Source: an optimization exercise on an open RTL-to-GDS flow (aim: small area). Production flows keep margins and buffers that such runs may drop. In this exercise RTL edits were held to simulation tests only and were not proved equivalent to the original. Power figures rest on the tool's default switching activity, not on a simulated workload.

`flow/config.mk`:
```
export PLATFORM = sky130hd
export DESIGN_NAME = stadd
export DESIGN_NICKNAME = stadd
export VERILOG_FILES = /design/flow/design.v
export SDC_FILE = /design/flow/constraint.sdc
export NUM_CORES = 4
export LEC_CHECK = 0
export CAP_MARGIN = 20
export CORE_MARGIN = 2
export CORE_UTILIZATION = 30
export PLACE_DENSITY = 0.35
export SLEW_MARGIN = 20
```
`flow/constraint.sdc`:
```
create_clock -name core_clock -period 5.0 [get_ports {clk}]
set_input_delay 1.0000 -clock core_clock [delete_from_list [all_inputs] [get_ports {clk}]]
set_output_delay 1.0000 -clock core_clock [all_outputs]
set_load 0.01 [all_outputs]
```
`flow/design.v`:
```
`default_nettype none
package stadd_pkg;
    localparam int NUM_LANES  = 12;
    localparam int STSEL_W    = 4;                        
    localparam int STMASK_LSB = NUM_LANES * STSEL_W;      
    localparam int STTBL_W    = STMASK_LSB + NUM_LANES;   
    localparam int REG_W_DEF  = 16;
    localparam int EXA_W_DEF  = 16;
    localparam int EXSEL_MSB  = 15;
    localparam int EXSEL_LSB  = 12;
    localparam logic [EXSEL_MSB-EXSEL_LSB:0] EX_STBL = 4'h3;
    typedef struct packed {
        logic [NUM_LANES-1:0]         mask;
        logic [STMASK_LSB-1:0]        sel;
    } sttbl_entry_t;
    localparam logic [STMASK_LSB-1:0] IDENTITY_SEL = 48'hBA98_7654_3210;
endpackage
`default_nettype wire
`default_nettype none
import stadd_pkg::*;
module sttbl #(
    parameter int DATA_W = 16,
    parameter int ENT    = 16
) (
    input  logic                  clk,
    input  logic                  rst_n,
    input  logic                  we,
    input  logic                  re,
    input  logic [5:0]            addr,
    input  logic [DATA_W-1:0]     wd,
    output logic [DATA_W-1:0]     rd,
    input  logic [3:0]            idx,
    output logic [stadd_pkg::STMASK_LSB-1:0] sel,
    output logic [stadd_pkg::NUM_LANES-1:0]  mask
);
    localparam logic [63:0] DEF_WORDS = {16'h0000, IDENTITY_SEL};
    logic [15:0] tbl_w [0:4*ENT-1];    
    logic [ENT-1:0] vld;
    logic [15:0] wdata [0:3];
    always_comb begin
        for (int w = 0; w < 4; w++) begin
            wdata[w] = (addr[1:0] == 2'(w)) ? wd : DEF_WORDS[w*16 +: 16];
        end
        wdata[3][15:12] = 4'b0;
    end
    always_ff @(posedge clk or negedge rst_n) begin
        if (!rst_n) begin
            vld <= '0;
        end else if (we) begin
            vld[addr[5:2]] <= 1'b1;
        end
    end
    always_ff @(posedge clk) begin
        for (int e = 0; e < ENT; e++) begin
            for (int w = 0; w < 4; w++) begin
                if (we && addr[5:2] == 4'(e) && (addr[1:0] == 2'(w) || !vld[e])) begin
                    tbl_w[4*e+w] <= wdata[w];
                end
            end
        end
    end
    logic [59:0] lk_raw;
    logic        lk_v;
    always_comb begin
        lk_raw = '0;
        lk_v   = 1'b0;
        for (int e = 0; e < ENT; e++) begin
            if (idx == 4'(e) && vld[e]) begin
                lk_raw = lk_raw | {tbl_w[4*e+3][11:0], tbl_w[4*e+2], tbl_w[4*e+1], tbl_w[4*e]};
                lk_v   = 1'b1;
            end
        end
    end
    assign sel  = lk_raw[47:0] | (lk_v ? 48'h0 : IDENTITY_SEL);
    assign mask = lk_raw[59:48];
    logic [15:0] rd_word;
    logic        rd_v;
    always_comb begin
        rd_word = '0;
        rd_v    = 1'b0;
        for (int e = 0; e < ENT; e++) begin
            if (addr[5:2] == 4'(e) && vld[e]) begin
                rd_v = 1'b1;
                for (int w = 0; w < 4; w++) begin
                    if (addr[1:0] == 2'(w)) begin
                        rd_word = rd_word | ((w == 3) ? {4'b0, tbl_w[4*e+w][11:0]} : tbl_w[4*e+w]);
                    end
                end
            end
        end
        if (!rd_v) begin
            rd_word = DEF_WORDS[addr[1:0]*16 +: 16];
        end
    end
    always_ff @(posedge clk or negedge rst_n) begin
        if (!rst_n) begin
            rd <= '0;
        end else if (re) begin
            rd <= rd_word;
        end
    end
endmodule
`default_nettype wire
`default_nettype none
import stadd_pkg::*;
module stadd #(
    parameter int DATA_W = 16,
    parameter int LANES  = 12,
    parameter int ENT    = 16,
    parameter int REG_W  = stadd_pkg::REG_W_DEF,
    parameter int EXA_W  = stadd_pkg::EXA_W_DEF
) (
    input  logic                    clk,
    input  logic                    rst_n,
    input  logic                    i_st_op,
    input  logic [REG_W-1:0]        i_func,
    input  logic [DATA_W*LANES-1:0] i_pedata,
    output logic [DATA_W*LANES-1:0] o_dmemout,
    output logic [LANES-1:0]        o_dmem_we,
    input  logic                    i_dmem_ready,
    output logic                    o_ready,
    input  logic                    i_exwe,
    input  logic                    i_exre,
    input  logic [EXA_W-1:0]        i_exa,
    input  logic [DATA_W-1:0]       i_exwd,
    output logic [DATA_W-1:0]       o_exrd
);
    logic                    ex_hit;
    logic [STMASK_LSB-1:0]   tbl_sel;
    logic [NUM_LANES-1:0]    tbl_mask;
    logic                    s1_v;
    logic [DATA_W*LANES-1:0] s1_data;
    logic [LANES-1:0]        s1_we;
    logic                    stall;
    logic [DATA_W*LANES-1:0] perm_data;
    logic [LANES-1:0]        perm_we;
    logic unused_bits;
    assign unused_bits = ^{i_func, i_exa};
    assign ex_hit = (i_exa[EXSEL_MSB:EXSEL_LSB] == EX_STBL);
    sttbl #(
        .DATA_W (DATA_W),
        .ENT    (ENT)
    ) u_sttbl (
        .clk   (clk),
        .rst_n (rst_n),
        .we    (i_exwe & ex_hit),
        .re    (i_exre & ex_hit),
        .addr  (i_exa[5:0]),
        .wd    (i_exwd),
        .rd    (o_exrd),
        .idx   (i_func[3:0]),
        .sel   (tbl_sel),
        .mask  (tbl_mask)
    );
    assign stall   = (|o_dmem_we) & ~i_dmem_ready;
    assign o_ready = ~(s1_v & stall);
    always_comb begin
        perm_data = '0;
        perm_we   = '0;
        for (int j = 0; j < LANES; j++) begin
            for (int k = 0; k < LANES; k++) begin
                if (tbl_sel[j*STSEL_W +: STSEL_W] == STSEL_W'(k)) begin
                    perm_data[j*DATA_W +: DATA_W] = perm_data[j*DATA_W +: DATA_W] |
                                                    i_pedata[k*DATA_W +: DATA_W];
                end
            end
            perm_we[j] = tbl_mask[j] &
                         (tbl_sel[j*STSEL_W +: STSEL_W] < STSEL_W'(LANES));
        end
    end
    always_ff @(posedge clk or negedge rst_n) begin
        if (!rst_n) begin
            s1_v <= 1'b0;
        end else if (o_ready) begin
            s1_v <= i_st_op;
        end
    end
    always_ff @(posedge clk) begin
        if (o_ready) begin
            s1_data <= perm_data;
            s1_we   <= perm_we;
        end
    end
    always_ff @(posedge clk or negedge rst_n) begin
        if (!rst_n) begin
            o_dmemout <= '0;
            o_dmem_we <= '0;
        end else if (!stall) begin
            if (s1_v) begin
                o_dmemout <= s1_data;
                o_dmem_we <= s1_we;
            end else begin
                o_dmem_we <= '0;
            end
        end
    end
endmodule
`default_nettype wire
```
`flow/run.sh`:
```
#!/bin/bash
# synth_recipe.tcl (not shown) runs the flow's synth.tcl, then flattens the netlist and writes it again
# the make line also repeats each setting of config.mk as NAME=value (left out here)
make -C /OpenROAD-flow-scripts/flow DESIGN_CONFIG=/design/flow/config.mk WORK_HOME=/design/flow/orfs CLKGATE_MAP_FILE= SYNTH_SCRIPT=/design/flow/synth_recipe.tcl finish
```
==> results of run 1 <==
-- final cells by class --
class	count	area [µm²]
tap	3384	4234
multi-input combinational	4354	34700
timing repair buffer	1621	15940
inverter	32	120.1
antenna	24	60.06
clock buffer	214	4519
sequential	1401	40890
fill	24600	155400
clock inverter	101	1276
-- cell families (layout without fill, tap and decap cells) --
group | Yosys count | in the layout | share of synthesized area (%)
flip-flops | 1401 | 1401 | 52.67
multiplexers | 993 | 993 | 16.35
XOR/XNOR | 3 | 3 | 0.03386
adder cells (fa/ha/maj) | 4 | 4 | 0.06448
AO/OA/AOI/OAI | 1553 | 1553 | 14.78
buffers and inverters | 786 | 1968 | 4.197
AND/OR/NAND/NOR | 1801 | 1801 | 11.91
other | 0 | 24 | 0
-- stage by stage --
step / utilization [%] / power, mW / setup WS (ns)
floorplan: - / 20.54 / 0.4226
global placement: 37.29 / 27.30 / -0.5745
global route: 39.54 / 41.40 / 0.1540
CTS: 39.54 / 40.34 / 0.3286
detailed placement: 37.29 / 27.33 / -0.5762
finish: 39.56 / 40.20 / 0.1647
-- registers in the layout, indices dropped and copies added, names as in the netlist --
name,flops
u_sttbl.vld,16
o_dmemout,192
o_dmem_we,12
s1_v,1
s1_we,12
u_sttbl.rd,16
u_sttbl.tbl_w,960
s1_data,192
-- Yosys cell counts, drive strengths merged, types with 7 or more instances --
cell type	count	area (µm²)
o22a	17	148.9
a22o	114	998.5
clkbuf	512	1926
a211oi	22	165.2
nor2	325	1225
and2	80	503.0
o22ai	104	650.6
o221a	10	112.6
edfxtp	1164	34950
nor3b	12	105.1
inv	32	120.1
nand3b	7	52.55
o221ai	7	61.31
nor4	44	342.8
a222oi	56	560.5
nor2b	33	206.5
a2bb2oi	11	96.34
and3	129	812.0
mux2	278	3134
o21ai	89	445.4
or4	15	112.6
dfrtp	237	5931
a21o	10	75.07
a21oi	251	1256
or3	12	75.07
mux4	192	4324
o2bb2ai	41	359.1
nand4	174	1110
o2111ai	11	96.34
buf	242	1212
a32o	7	70.07
a2111oi	45	434.2
nor3	45	255.3
o211ai	48	360.4
o32a	23	230.2
mux2i	523	5235
o21bai	8	60.06
nand2b	33	209.0
nand2	320	1201
a22oi	522	3919
nand3	537	2688
and4	10	87.58
a221oi	126	1104
-- critical path: stages --
cell             delay (ns)
clkdlybuf4s50_1        0.51
buf_12                 0.17
and3b_2                0.31
buf_4                  0.20
buf_4                  0.18
and3_1                 0.21
a2111oi_0              0.69
nand4_1                0.33
buf_4                  0.28
a21oi_1                0.25
nand2b_1               0.24
buf_12                 0.18
nor2_1                 0.06
a2111oi_0              0.53
o211ai_1               0.24
-- routing by layer --
metal	track usage [%]	vias to the layer above	routed length (µm)
li1	-	28240	-
met1	47.44	37290	197100
met2	63.19	5667	244300
met3	9.527	1716	50100
met4	30.22	24	50050
met5	0	-	140
-- worst paths after layout --
kind	endpoint	slack, ns	depth (start not counted)
max reg2reg	s1_data[186]	0.26	13
min	o_dmemout[92]	0.15	1
min reg2reg	o_dmemout[84]	0.46	1
min in group core_clock	o_dmemout[84]	0.46	1
max in group asynchronous	o_dmemout[19]	3.79	2
max	s1_data[186]	0.16	15
-- power breakdown --
| group | internal, mW | total [mW] | switching [mW] |
|---|---|---|---|
| clock | 7.38 | 13.1 | 5.71 |
| combinational | 5.20 | 11.5 | 6.26 |
| sequential | 14.7 | 15.7 | 1.01 |
-- cells in the final DEF, fill, tap and decap left out, drive strengths merged, types with 251 or more instances in the layout --
cell              n
buf            1182
edfxtp         1164
a21oi           251
nor2            325
mux2            278
nand3           537
nand2           320
mux2i           523
a22oi           522
clkdlybuf4s50   439
==> results_dict.tcl, run 1 <==
set metrics [dict create \
    synth_edf_count 1164 \
    setup_violations 0 \
    power_density_mw_per_mm2 395.1 \
    ys_types 89 \
    worstPathArrival_ns 5.42 \
    port_buffers 448 \
    slew_violations 0 \
    rsz0062_at_grt "no" \
    syn_to_final_growth_pct 31.06 \
    ir_drop_uv 397.3 \
    dieArea_mm2 0.2628 \
    drc_errors 0 \
    cts_tree "built" \
    tightestPinTransition_ns 1.325 \
    final_cell_area_mm2 0.1017 \
    period_share_pct 96.71 \
    ys_seq_area_share_pct 52.67 \
    placed_cell_area_mm2 0.09589 \
    async_reset_ff_share_pct 16.92 \
    h-tree-depth 4 \
    syn_inst 6541 \
    ctsHoldBuffers 0 \
    grt_max_degree 102 \
    first_pass_iters 8 \
    drv_cap 0 \
    start_kind "input port" \
    avgSynthCellArea_um2 11.87 \
    yosys_warnings 4 \
    slew_headroom_pct 11.69 \
    drive_above_1_share_pct 27.30 \
    die_w_um 512.7 \
    total_leakage_power_nw 37.65 \
    core_area_mm2 0.2572 \
    cts.sinks 1401 \
    setup.worst_path.start "i_func[3]" \
    place_inst 10790 \
    postCtsSetupBuffers 0 \
    hpwl_mm 390.4 \
    clkTransAtPathRegs_ns 0.06 \
    ant_nets 0 \
    status "complete, no violations" \
    clock_latency_ns 0.92 \
    r2r_start "u_sttbl.vld[7]" \
    ys_ff_latch 1401 \
    grt_overflow 0 \
    hold_violations 0 \
    critPathCaptureType "flop" \
    holdWs_ns 0.1508 \
    cts_buffer_depth 3 \
    critPathKind "in -> reg" \
    clock_skew_ns 0.07910 \
    grt_pass1_vias 70880 \
    grt_pass1_wl_mm 703.1 \
    critPathMaxFanout 15 \
    syn-cell-area_mm2 0.07762 \
    finalSetupTns_ns 0 \
    synthFlopType "edfxtp_1" \
    start_util_pct 30.18 \
    routed_via_density 6.553 \
    drt-total-wl_mm 541.7 \
    ios 467 \
    routedWlPerCell_um 48.66 \
    cts_buffers 168 \
    num_rows 186 \
    final_cells 11130 \
    track_usage_pct 40.09 \
    fin_crit_ns 4.835 \
    antenna_found_initial 41 \
    timing.fmax_mhz 206.8 \
    syn_nets 6791 \
    critPathRequiredTime_ns 5.58 \
    gp_congestion 0.9848 \
    vias 72940 \
    drt_iter0_markers 11100 \
    cts_resized 0 \
    cts-root-buf "clkbuf_16" \
    fp.dieH_um 512.7 \
    hold_class "in -> async" \
    finalNetCount 7828 \
]
==> inputs of run 2 (changes only) <==
--- a/flow/design.v
+++ b/flow/design.v
@@ -131,5 +131,6 @@
     logic                    s1_v;
     logic [DATA_W*LANES-1:0] s1_data;
-    logic [LANES-1:0]        s1_we;
+    logic [STMASK_LSB-1:0]   s1_sel;
+    logic [NUM_LANES-1:0]    s1_mask;
     logic                    stall;
     logic [DATA_W*LANES-1:0] perm_data;
@@ -155,4 +156,18 @@
     assign stall   = (|o_dmem_we) & ~i_dmem_ready;
     assign o_ready = ~(s1_v & stall);
+    always_ff @(posedge clk or negedge rst_n) begin
+        if (!rst_n) begin
+            s1_v <= 1'b0;
+        end else if (o_ready) begin
+            s1_v <= i_st_op;
+        end
+    end
+    always_ff @(posedge clk) begin
+        if (o_ready) begin
+            s1_data <= i_pedata;
+            s1_sel  <= tbl_sel;
+            s1_mask <= tbl_mask;
+        end
+    end
     always_comb begin
         perm_data = '0;
@@ -160,24 +175,11 @@
         for (int j = 0; j < LANES; j++) begin
             for (int k = 0; k < LANES; k++) begin
-                if (tbl_sel[j*STSEL_W +: STSEL_W] == STSEL_W'(k)) begin
+                if (s1_sel[j*STSEL_W +: STSEL_W] == STSEL_W'(k)) begin
                     perm_data[j*DATA_W +: DATA_W] = perm_data[j*DATA_W +: DATA_W] |
-                                                    i_pedata[k*DATA_W +: DATA_W];
+                                                    s1_data[k*DATA_W +: DATA_W];
                 end
             end
-            perm_we[j] = tbl_mask[j] &
-                         (tbl_sel[j*STSEL_W +: STSEL_W] < STSEL_W'(LANES));
-        end
-    end
-    always_ff @(posedge clk or negedge rst_n) begin
-        if (!rst_n) begin
-            s1_v <= 1'b0;
-        end else if (o_ready) begin
-            s1_v <= i_st_op;
-        end
-    end
-    always_ff @(posedge clk) begin
-        if (o_ready) begin
-            s1_data <= perm_data;
-            s1_we   <= perm_we;
+            perm_we[j] = s1_mask[j] &
+                         (s1_sel[j*STSEL_W +: STSEL_W] < STSEL_W'(LANES));
         end
     end
@@ -188,6 +190,6 @@
         end else if (!stall) begin
             if (s1_v) begin
-                o_dmemout <= s1_data;
-                o_dmem_we <= s1_we;
+                o_dmemout <= perm_data;
+                o_dmem_we <= perm_we;
             end else begin
                 o_dmem_we <= '0;
==> run 2 against run 1 <==
  * Sequential power up about 10%
  * Wire length down 15%
  * First-iteration DRC count decreased by 18%
  * Combinational power increased by 63%
==> results_dict.tcl, run 2 <==
set metrics [dict create \
    p_int_mw 30.10 \
    multi_input_area_mm2 0.03169 \
    syn_nets 6263 \
    largest_reg_flops 960 \
    ys_types 68 \
    drt_iter0_markers 9085 \
    yosysTopAreaCell "edfxtp_1" \
    gp_congestion 0.9414 \
    power.total_mw 49.84 \
    critPathCaptureType "output port" \
    cts_buffer_depth 3 \
    largestRegisters "u_sttbl.tbl_w x960, o_dmemout x192, s1_data x192" \
    clock_power_share_pct 27.7 \
    yosys_warnings 4 \
    layout_common_cells "edfxtp_1, a22oi_1, buf_4" \
    drive_above_1_share_pct 20.73 \
    cts.sinks 1449 \
    cts_resized 0 \
    grt_max_degree 152 \
    hpwl_mm 323.4 \
    finalSetupTns_ns 0 \
    critPathMaxStageDelay_ns 0.53 \
    final_common_cell "edfxtp_1" \
    grt_pass1_wl_mm 604.2 \
    synthFlopType "edfxtp_1" \
    syn_inst 6013 \
    synth_top_area_share_pct 47.86 \
    clkTransAtPathRegs_ns 0.06 \
    avgSynthCellArea_um2 12.65 \
    ios 467 \
    register_area_mm2 0.04233 \
    cts-root-buf "clkbuf_16" \
    rsz0062_at_grt "no" \
    async_reset_ff_share_pct 16.36 \
    slew_headroom_pct 17.97 \
    hold_class "in -> async" \
    routed_via_density 6.517 \
    swShare_pct 39.60 \
    hold_violations 0 \
    ant_nets 0 \
    track_usage_pct 34.79 \
    syn_to_final_growth_pct 23.65 \
    cts_buffers 176 \
    critPathKind "reg -> out" \
    drt-total-wl_mm 459.0 \
    setup_violations 0 \
    start_kind "flop" \
    period_share_pct 87.22 \
    grt_pass1_vias 63650 \
    synth_commonest_cells "edfxtp_1, a22oi_1, clkbuf_1, mux4_2, nand2_1" \
    p_switching_mw 19.74 \
    fillers 24160 \
    critPathMaxFanout 18 \
    critPathRequiredTime_ns 4.00 \
    vias 64650 \
    seqPwrFrac_pct 34.8 \
    drc_errors 0 \
    ir_drop_uv 392.1 \
    ys_ff_latch 1449 \
    synth_edf_count 1212 \
    slew_violations 0 \
    fin_crit_ns 4.361 \
    worst_slack_ns 0.6390 \
    pwr-share-comb_pct 37.5 \
    synth.most_common_cell "edfxtp_1" \
    path_cells "nor4_2, buf_4, a31o_2, inv_1, nand2_8, buf_4" \
    drv_cap 0 \
    num_rows 184 \
    status "complete, no violations" \
    postCtsSetupBuffers 0 \
    dp_slack_ns 0.3793 \
    fp.dieH_um 507.5 \
    timing.fmax_mhz 229.3 \
    dieArea_mm2 0.2575 \
    finalNetCount 6666 \
    synthTopCellsByArea "edfxtp_1, a22oi_1, mux4_2" \
    cts_tree "built" \
    grt_overflow 0 \
    antenna_found_initial 14 \
    worstPathBufferInverterCount 3 \
    crit_top_cell "buf_4" \
    port_buffers 448 \
    first_pass_iters 10 \
    crit_path_top_delay_cell "dfrtp_1" \
    start_util_pct 30.22 \
    die_w_um 507.5 \
    routedWlPerCell_um 46.27 \
    core_area_mm2 0.2516 \
    total_leakage_power_nw 31.93 \
    ys_seq_area_share_pct 55.66 \
    tightestPinTransition_ns 1.230 \
    placed_cell_area_mm2 0.08782 \
    crit_family "simple AND/OR/NAND/NOR gates" \
    power_density_mw_per_mm2 530.1 \
    h-tree-depth 4 \
    syn-cell-area_mm2 0.07604 \
    ctsHoldBuffers 0 \
    worstPathArrival_ns 3.36 \
    clock_skew_ns 0.09672 \
    largest-register "u_sttbl.tbl_w" \
    final_cell_area_mm2 0.09402 \
    clock_latency_ns 0.88 \
]
[run 2: path summary, 6_finish.rpt]
kind	startpoint	end	slack [ns]	depth (start not counted)
hold / removal	rst_n	o_dmemout[152]	0.04	1
min in group core_clock	s1_mask[5]	o_dmem_we[5]	0.47	2
setup / recovery	o_dmem_we[6]	o_ready	0.64	6
hold reg to reg	s1_mask[5]	o_dmem_we[5]	0.47	2
max in group asynchronous	rst_n	o_dmem_we[1]	3.81	2
setup reg to reg	u_sttbl.vld[11]	s1_sel[36]	1.43	7
[run 2: worst reg2reg max path, delay by kind of cell, from the launching register on]
kind / cells / cell delay [ns]
flip-flops: 1 / 0.78
AND/OR/NAND/NOR: 5 / 1.52
buffers and inverters: 2 / 0.86
[run 2: metal layers]
| layer | wire length, µm | track usage, % |
|---|---|---|
| met5 | 0 | 0 |
| met2 | 224500 | 58.92 |
| met3 | 33150 | 5.648 |
| met1 | 166800 | 41.21 |
| met4 | 34570 | 21.79 |
[run 2: final cells by class]
type	count	area share [%]
clock inverters	103	1.520
clock buffers	225	5.000
inverters	107	0.4272
repair buffers	980	9.861
flip-flops and latches	1449	45.02
multi-input cells	3702	33.71
well taps	3348	4.455
diodes	6	0.01597
[run 2: logic make-up (layout without fill, tap and decap cells)]
group	after synthesis	after routing	share of synthesized area, %
AO/OA/AOI/OAI	1940	1940	18.56
XOR/XNOR	3	3	0.03456
adder cells (fa/ha/maj)	4	4	0.06582
buffers and inverters	862	1415	4.497
flip-flops	1449	1449	55.66
multiplexers	451	451	12.03
other	0	6	0
AND/OR/NAND/NOR	1304	1304	9.147
[run 2: stage by stage]
stage	cells	util, %	hold slack (ns)
finish	9920	37.37	0.03764
global route	9915	37.36	0.02006
CTS	9911	37.34	0.003669
detailed placement	9583	34.90	0.4744
global placement	9580	34.89	0.4670
floorplan	6013	-	0.4692
[run 2: power groups by stage]
stage          Clock, mW  Combinational [mW]  Sequential [mW]
6_report            13.8                18.7             17.3
5_1_grt             14.5                19.5             17.4
4_1_cts             14.0                18.4             17.3
3_5_place_dp           0                18.3             17.5
3_3_place_gp           0                18.2             17.5
2_1_floorplan          0                9.43             16.5
==> inputs of run 3 (changes only) <==
--- a/flow/design.v
+++ b/flow/design.v
@@ -60,33 +60,46 @@
         end
     end
-    logic [59:0] lk_raw;
-    logic        lk_v;
-    always_comb begin
-        lk_raw = '0;
-        lk_v   = 1'b0;
+    logic [ENT-1:0] lk_oh;
+    logic [59:0]    lk_in [0:ENT-1];
+    logic [59:0]    lk_grp [0:5];
+    logic [59:0]    lk_raw;
+    logic           lk_v;
+    always_comb begin
         for (int e = 0; e < ENT; e++) begin
-            if (idx == 4'(e) && vld[e]) begin
-                lk_raw = lk_raw | {tbl_w[4*e+3][11:0], tbl_w[4*e+2], tbl_w[4*e+1], tbl_w[4*e]};
-                lk_v   = 1'b1;
-            end
-        end
+            lk_oh[e] = (idx == 4'(e)) & vld[e];
+            lk_in[e] = {tbl_w[4*e+3][11:0], tbl_w[4*e+2], tbl_w[4*e+1], tbl_w[4*e]};
+        end
+        for (int g = 0; g < 5; g++) begin
+            lk_grp[g] = (lk_in[3*g]   & {60{lk_oh[3*g]}})   |
+                        (lk_in[3*g+1] & {60{lk_oh[3*g+1]}}) |
+                        (lk_in[3*g+2] & {60{lk_oh[3*g+2]}});
+        end
+        lk_grp[5] = lk_in[15] & {60{lk_oh[15]}};
+        lk_raw = ((lk_grp[0] | lk_grp[1]) | (lk_grp[2] | lk_grp[3])) | (lk_grp[4] | lk_grp[5]);
+        lk_v   = |lk_oh;
     end
     assign sel  = lk_raw[47:0] | (lk_v ? 48'h0 : IDENTITY_SEL);
     assign mask = lk_raw[59:48];
+    logic [63:0] rb_oh;
+    logic [15:0] rb_in  [0:63];
+    logic [15:0] rb_grp [0:21];
     logic [15:0] rd_word;
     logic        rd_v;
     always_comb begin
+        for (int n = 0; n < 64; n++) begin
+            rb_oh[n] = (addr == 6'(n)) & vld[n/4];
+            rb_in[n] = (n % 4 == 3) ? {4'b0, tbl_w[n][11:0]} : tbl_w[n];
+        end
+        for (int g = 0; g < 21; g++) begin
+            rb_grp[g] = (rb_in[3*g]   & {16{rb_oh[3*g]}})   |
+                        (rb_in[3*g+1] & {16{rb_oh[3*g+1]}}) |
+                        (rb_in[3*g+2] & {16{rb_oh[3*g+2]}});
+        end
+        rb_grp[21] = rb_in[63] & {16{rb_oh[63]}};
         rd_word = '0;
-        rd_v    = 1'b0;
-        for (int e = 0; e < ENT; e++) begin
-            if (addr[5:2] == 4'(e) && vld[e]) begin
-                rd_v = 1'b1;
-                for (int w = 0; w < 4; w++) begin
-                    if (addr[1:0] == 2'(w)) begin
-                        rd_word = rd_word | ((w == 3) ? {4'b0, tbl_w[4*e+w][11:0]} : tbl_w[4*e+w]);
-                    end
-                end
-            end
-        end
+        for (int g = 0; g < 22; g++) begin
+            rd_word = rd_word | rb_grp[g];
+        end
+        rd_v = vld[addr[5:2]];
         if (!rd_v) begin
             rd_word = DEF_WORDS[addr[1:0]*16 +: 16];
@@ -170,14 +183,19 @@
         end
     end
-    always_comb begin
-        perm_data = '0;
-        perm_we   = '0;
+    logic [LANES-1:0]  xb_oh  [0:LANES-1];
+    logic [DATA_W-1:0] xb_grp [0:LANES-1][0:3];
+    always_comb begin
+        perm_we = '0;
         for (int j = 0; j < LANES; j++) begin
             for (int k = 0; k < LANES; k++) begin
-                if (s1_sel[j*STSEL_W +: STSEL_W] == STSEL_W'(k)) begin
-                    perm_data[j*DATA_W +: DATA_W] = perm_data[j*DATA_W +: DATA_W] |
-                                                    s1_data[k*DATA_W +: DATA_W];
-                end
-            end
+                xb_oh[j][k] = (s1_sel[j*STSEL_W +: STSEL_W] == STSEL_W'(k));
+            end
+            for (int g = 0; g < 4; g++) begin
+                xb_grp[j][g] = (s1_data[(3*g)*DATA_W +: DATA_W]   & {DATA_W{xb_oh[j][3*g]}})   |
+                               (s1_data[(3*g+1)*DATA_W +: DATA_W] & {DATA_W{xb_oh[j][3*g+1]}}) |
+                               (s1_data[(3*g+2)*DATA_W +: DATA_W] & {DATA_W{xb_oh[j][3*g+2]}});
+            end
+            perm_data[j*DATA_W +: DATA_W] = (xb_grp[j][0] | xb_grp[j][1]) |
+                                            (xb_grp[j][2] | xb_grp[j][3]);
             perm_we[j] = s1_mask[j] &
                          (s1_sel[j*STSEL_W +: STSEL_W] < STSEL_W'(LANES));
==> run 3 against run 2 <==
  * Critical path type unchanged
  * Die area shrank 6.6%
  * Fmax grew 4.6%
  * Utilization grew 0.69 points
  * Via count grew 11%
  * Still clean on timing, DRC and antenna
  * Cell area shrank 4.8%
  * Sequential power grew 8%
  * First-iteration DRC count grew 50%
  * Combinational power shrank 15%
  * Clock skew shrank 0.039 ns
  * Sequential cell count is the same
  * Synthesized area shrank 6.7%
  * Wire length grew 21%
==> results_dict.tcl, run 3 <==
set metrics [dict create \
    ys_types 72 \
    synth_top_area_share_pct 51.30 \
    avgSynthCellArea_um2 12.77 \
    grt_max_degree 121 \
    synthXorXnorAreaFrac_pct 0.02469 \
    routed_via_density 7.564 \
    ys_seq_area_share_pct 59.66 \
    synth_mux_area_share_pct 0.5008 \
    register_area_mm2 0.04233 \
    status "complete, no violations" \
    rsz0062_at_grt "no" \
    routedWlPerCell_um 58.81 \
    holdWs_ns 0.08050 \
    drv_cap 0 \
    postCtsSetupBuffers 0 \
    synthAdderAreaFrac_pct 0.08817 \
    fp.dieH_um 490.3 \
    critPathKind "reg -> out" \
    synth_edf_count 1212 \
    dieArea_mm2 0.2404 \
    critPathRequiredTime_ns 4.00 \
    port_buffers 448 \
    final_cells 9454 \
    crit_path_top_delay_cell "clkdlybuf4s50_1" \
    drt-total-wl_mm 556.0 \
    clkTransAtPathRegs_ns 0.05 \
    synth.most_common_cell "edfxtp_1" \
    synth_simple_gate_area_share_pct 7.669 \
    place_inst 9078 \
    final_common_cell "edfxtp_1" \
    drt_iter0_markers 13600 \
    cts-root-buf "clkbuf_16" \
    first_pass_iters 12 \
    layout_common_cells "edfxtp_1, a22o_1, a221oi_1" \
    hold_violations 0 \
    drc_errors 0 \
    finalSetupTns_ns 0 \
    synth_top_family_by_area "compound AO/OA/AOI/OAI gates" \
    critPathMaxFanout 29 \
    grt_pass1_wl_mm 710.3 \
    worstPathBufferInverterCount 3 \
    syn_nets 5807 \
    period_share_pct 83.37 \
    cts_tree "built" \
    worstPathArrival_ns 3.17 \
    setup_violations 0 \
    synthFlopType "edfxtp_1" \
    antenna_found_initial 48 \
    async_reset_ff_share_pct 16.36 \
    largest-register "u_sttbl.tbl_w" \
    gp_congestion 1.005 \
    finalNetCount 6370 \
    power.total_mw 47.76 \
    h-tree-depth 4 \
    yosysTopAreaCell "edfxtp_1" \
    yosys_warnings 10 \
    fin_crit_ns 4.169 \
    start_kind "flop" \
    ys_ff_latch 1449 \
    drive_above_1_share_pct 17.27 \
    hold_class "in -> async" \
    largest_reg_flops 960 \
    critPathCaptureType "output port" \
    die_w_um 490.3 \
    fillers 22570 \
    cts_buffer_depth 3 \
    syn_inst 5556 \
    cts_buffers 173 \
    clock_skew_ns 0.05779 \
    multi_input_area_mm2 0.02759 \
    total_leakage_power_nw 28.92 \
    slew_violations 0 \
    grt_pass1_vias 66930 \
    core_area_mm2 0.2352 \
    ir_drop_uv 644.0 \
    cts_resized 0 \
    num_rows 178 \
    path_cells "nor4_2, buf_4, a31o_2, inv_1, nand2_8, clkdlybuf4s50_1" \
    ios 467 \
    power_density_mw_per_mm2 533.6 \
    tightestPinTransition_ns 1.372 \
    vias 71510 \
    synthTopCellsByArea "edfxtp_1, a22o_1, a221oi_1" \
    timing.fmax_mhz 239.9 \
    grt_overflow 0 \
    critPathMaxStageDelay_ns 0.60 \
    start_util_pct 30.17 \
    slew_headroom_pct 8.536 \
    syn-cell-area_mm2 0.07095 \
    crit_family "buffers and inverters" \
    ctsHoldBuffers 0 \
    placed_cell_area_mm2 0.08332 \
    synth_commonest_cells "edfxtp_1, a22o_1, a221oi_1, clkbuf_1, a22oi_1" \
    track_usage_pct 44.62 \
    cts.sinks 1449 \
    ant_nets 0 \
    largestRegisters "u_sttbl.tbl_w x960, o_dmemout x192, s1_data x192" \
    hpwl_mm 364.9 \
    syn_to_final_growth_pct 26.14 \
    synth_compound_area_share_pct 28.50 \
    clock_latency_ns 0.90 \
    final_cell_area_mm2 0.08950 \
]
==> run 3: cell count changes in the layout (fill, tap and decap cells not counted), sizes merged, moves of 158 or more <==
cell,delta
a22oi,-805
a22o,+792
a221oi,+766
mux4,-365
nand4,+266
nand2,-193
o21a,+178
nor2,-158
==> run 3: kinds of logic (layout without fill, tap and decap cells) <==
kind of cell    after synthesis  after routing
flops                      1449           1449
buf+inv                     640           1349
simple gates                983            983
xor+xnor                      2              2
other cells                   0             39
mux                          30             30
fa+ha+maj                     5              5
compound gates             2447           2447
==> run 3: per-stage QoR <==
stage / setup WS, ns / utilization (%)
4_1_cts: 0.7510 / 37.90
3_3_place_gp: 0.1253 / 35.41
6_report: 0.8313 / 38.05
2_1_floorplan: 1.093 / -
3_5_place_dp: 0.1036 / 35.43
5_1_grt: 0.6878 / 38.02
==> run 3: final cells by class <==
cell class              count  share of cell area, %
well taps                3150                  4.404
multi-input cells        3467                  30.82
flip-flops and latches   1449                  47.29
inverters                  14                0.05872
clock buffers             229                  5.208
clock inverters            92                  1.283
repair buffers           1014                  10.82
diodes                     39                 0.1090
==> run 3: power breakdown <==
group / internal [mW] / switching, mW / total (mW)
registers: 15.0 / 3.65 / 18.7
logic: 5.52 / 10.4 / 15.9
clock network: 7.47 / 5.70 / 13.2
total: 28.0 / 19.8 / 47.8
==> run 3: final timing paths <==
| check | from | to | slack [ns] | cells past startpoint |
|---|---|---|---|---|
| worst max-delay path | o_dmem_we[1] | o_ready | 0.83 | 6 |
| worst min-delay path | rst_n | o_dmemout[111] | 0.08 | 1 |
| worst max register to register | u_sttbl.vld[15] | u_sttbl.rd[15] | 1.47 | 6 |
| worst min register to register | o_dmemout[119] | o_dmemout[119] | 0.49 | 1 |
| max in group asynchronous | rst_n | u_sttbl.rd[10] | 3.82 | 2 |
| min in group core_clock | o_dmemout[119] | o_dmemout[119] | 0.49 | 1 |
==> run 3: routing by layer <==
layer  GRT usage, %  share of wire (%)  vias up
met5          2.163               0.14        -
met1          49.50                 34    36290
met3          15.80                 12     2636
met2          66.65                 43     7387
met4          41.13                 12       38
li1               -                  -    25160

-- static timing again, ports no longer ideal --
In the flow no input, the clock included, has a driving cell. The finished layouts below were timed again as built, in two steps. Step 1 sets driving cells, clkbuf_16 on the clock port and buf_2 on the other inputs (assumed; they add their load-dependent delay and slew). Step 2 also shifts input and output timing later by t, the mid clock arrival at the registers, as if the neighbouring blocks saw the same clock. Slacks: ideal / step 1 / step 2; pairs: ideal / step 1.
| run | t (ns) | setup WS [ns] | hold WS [ns] | latest minus earliest clock arrival (ns) |
|---|---|---|---|---|
| run 1 | 0.984 | 0.165 / 0.242 / -0.743 | 0.151 / 0.096 / 0.461 | 0.081 / 0.081 |
| run 2 | 0.930 | 0.639 / 0.542 / 0.202 | 0.038 / -0.004 / 0.466 | 0.104 / 0.103 |
| run 3 | 0.950 | 0.831 / 0.746 / -0.010 | 0.080 / 0.047 / 0.485 | 0.072 / 0.072 |
With both steps, setup timing fails in run 1 and run 3, where it was met with ideal ports. The setup slack of run 1, which loses most, moves by +0.077 ns with the drivers and by -0.908 ns with both steps.
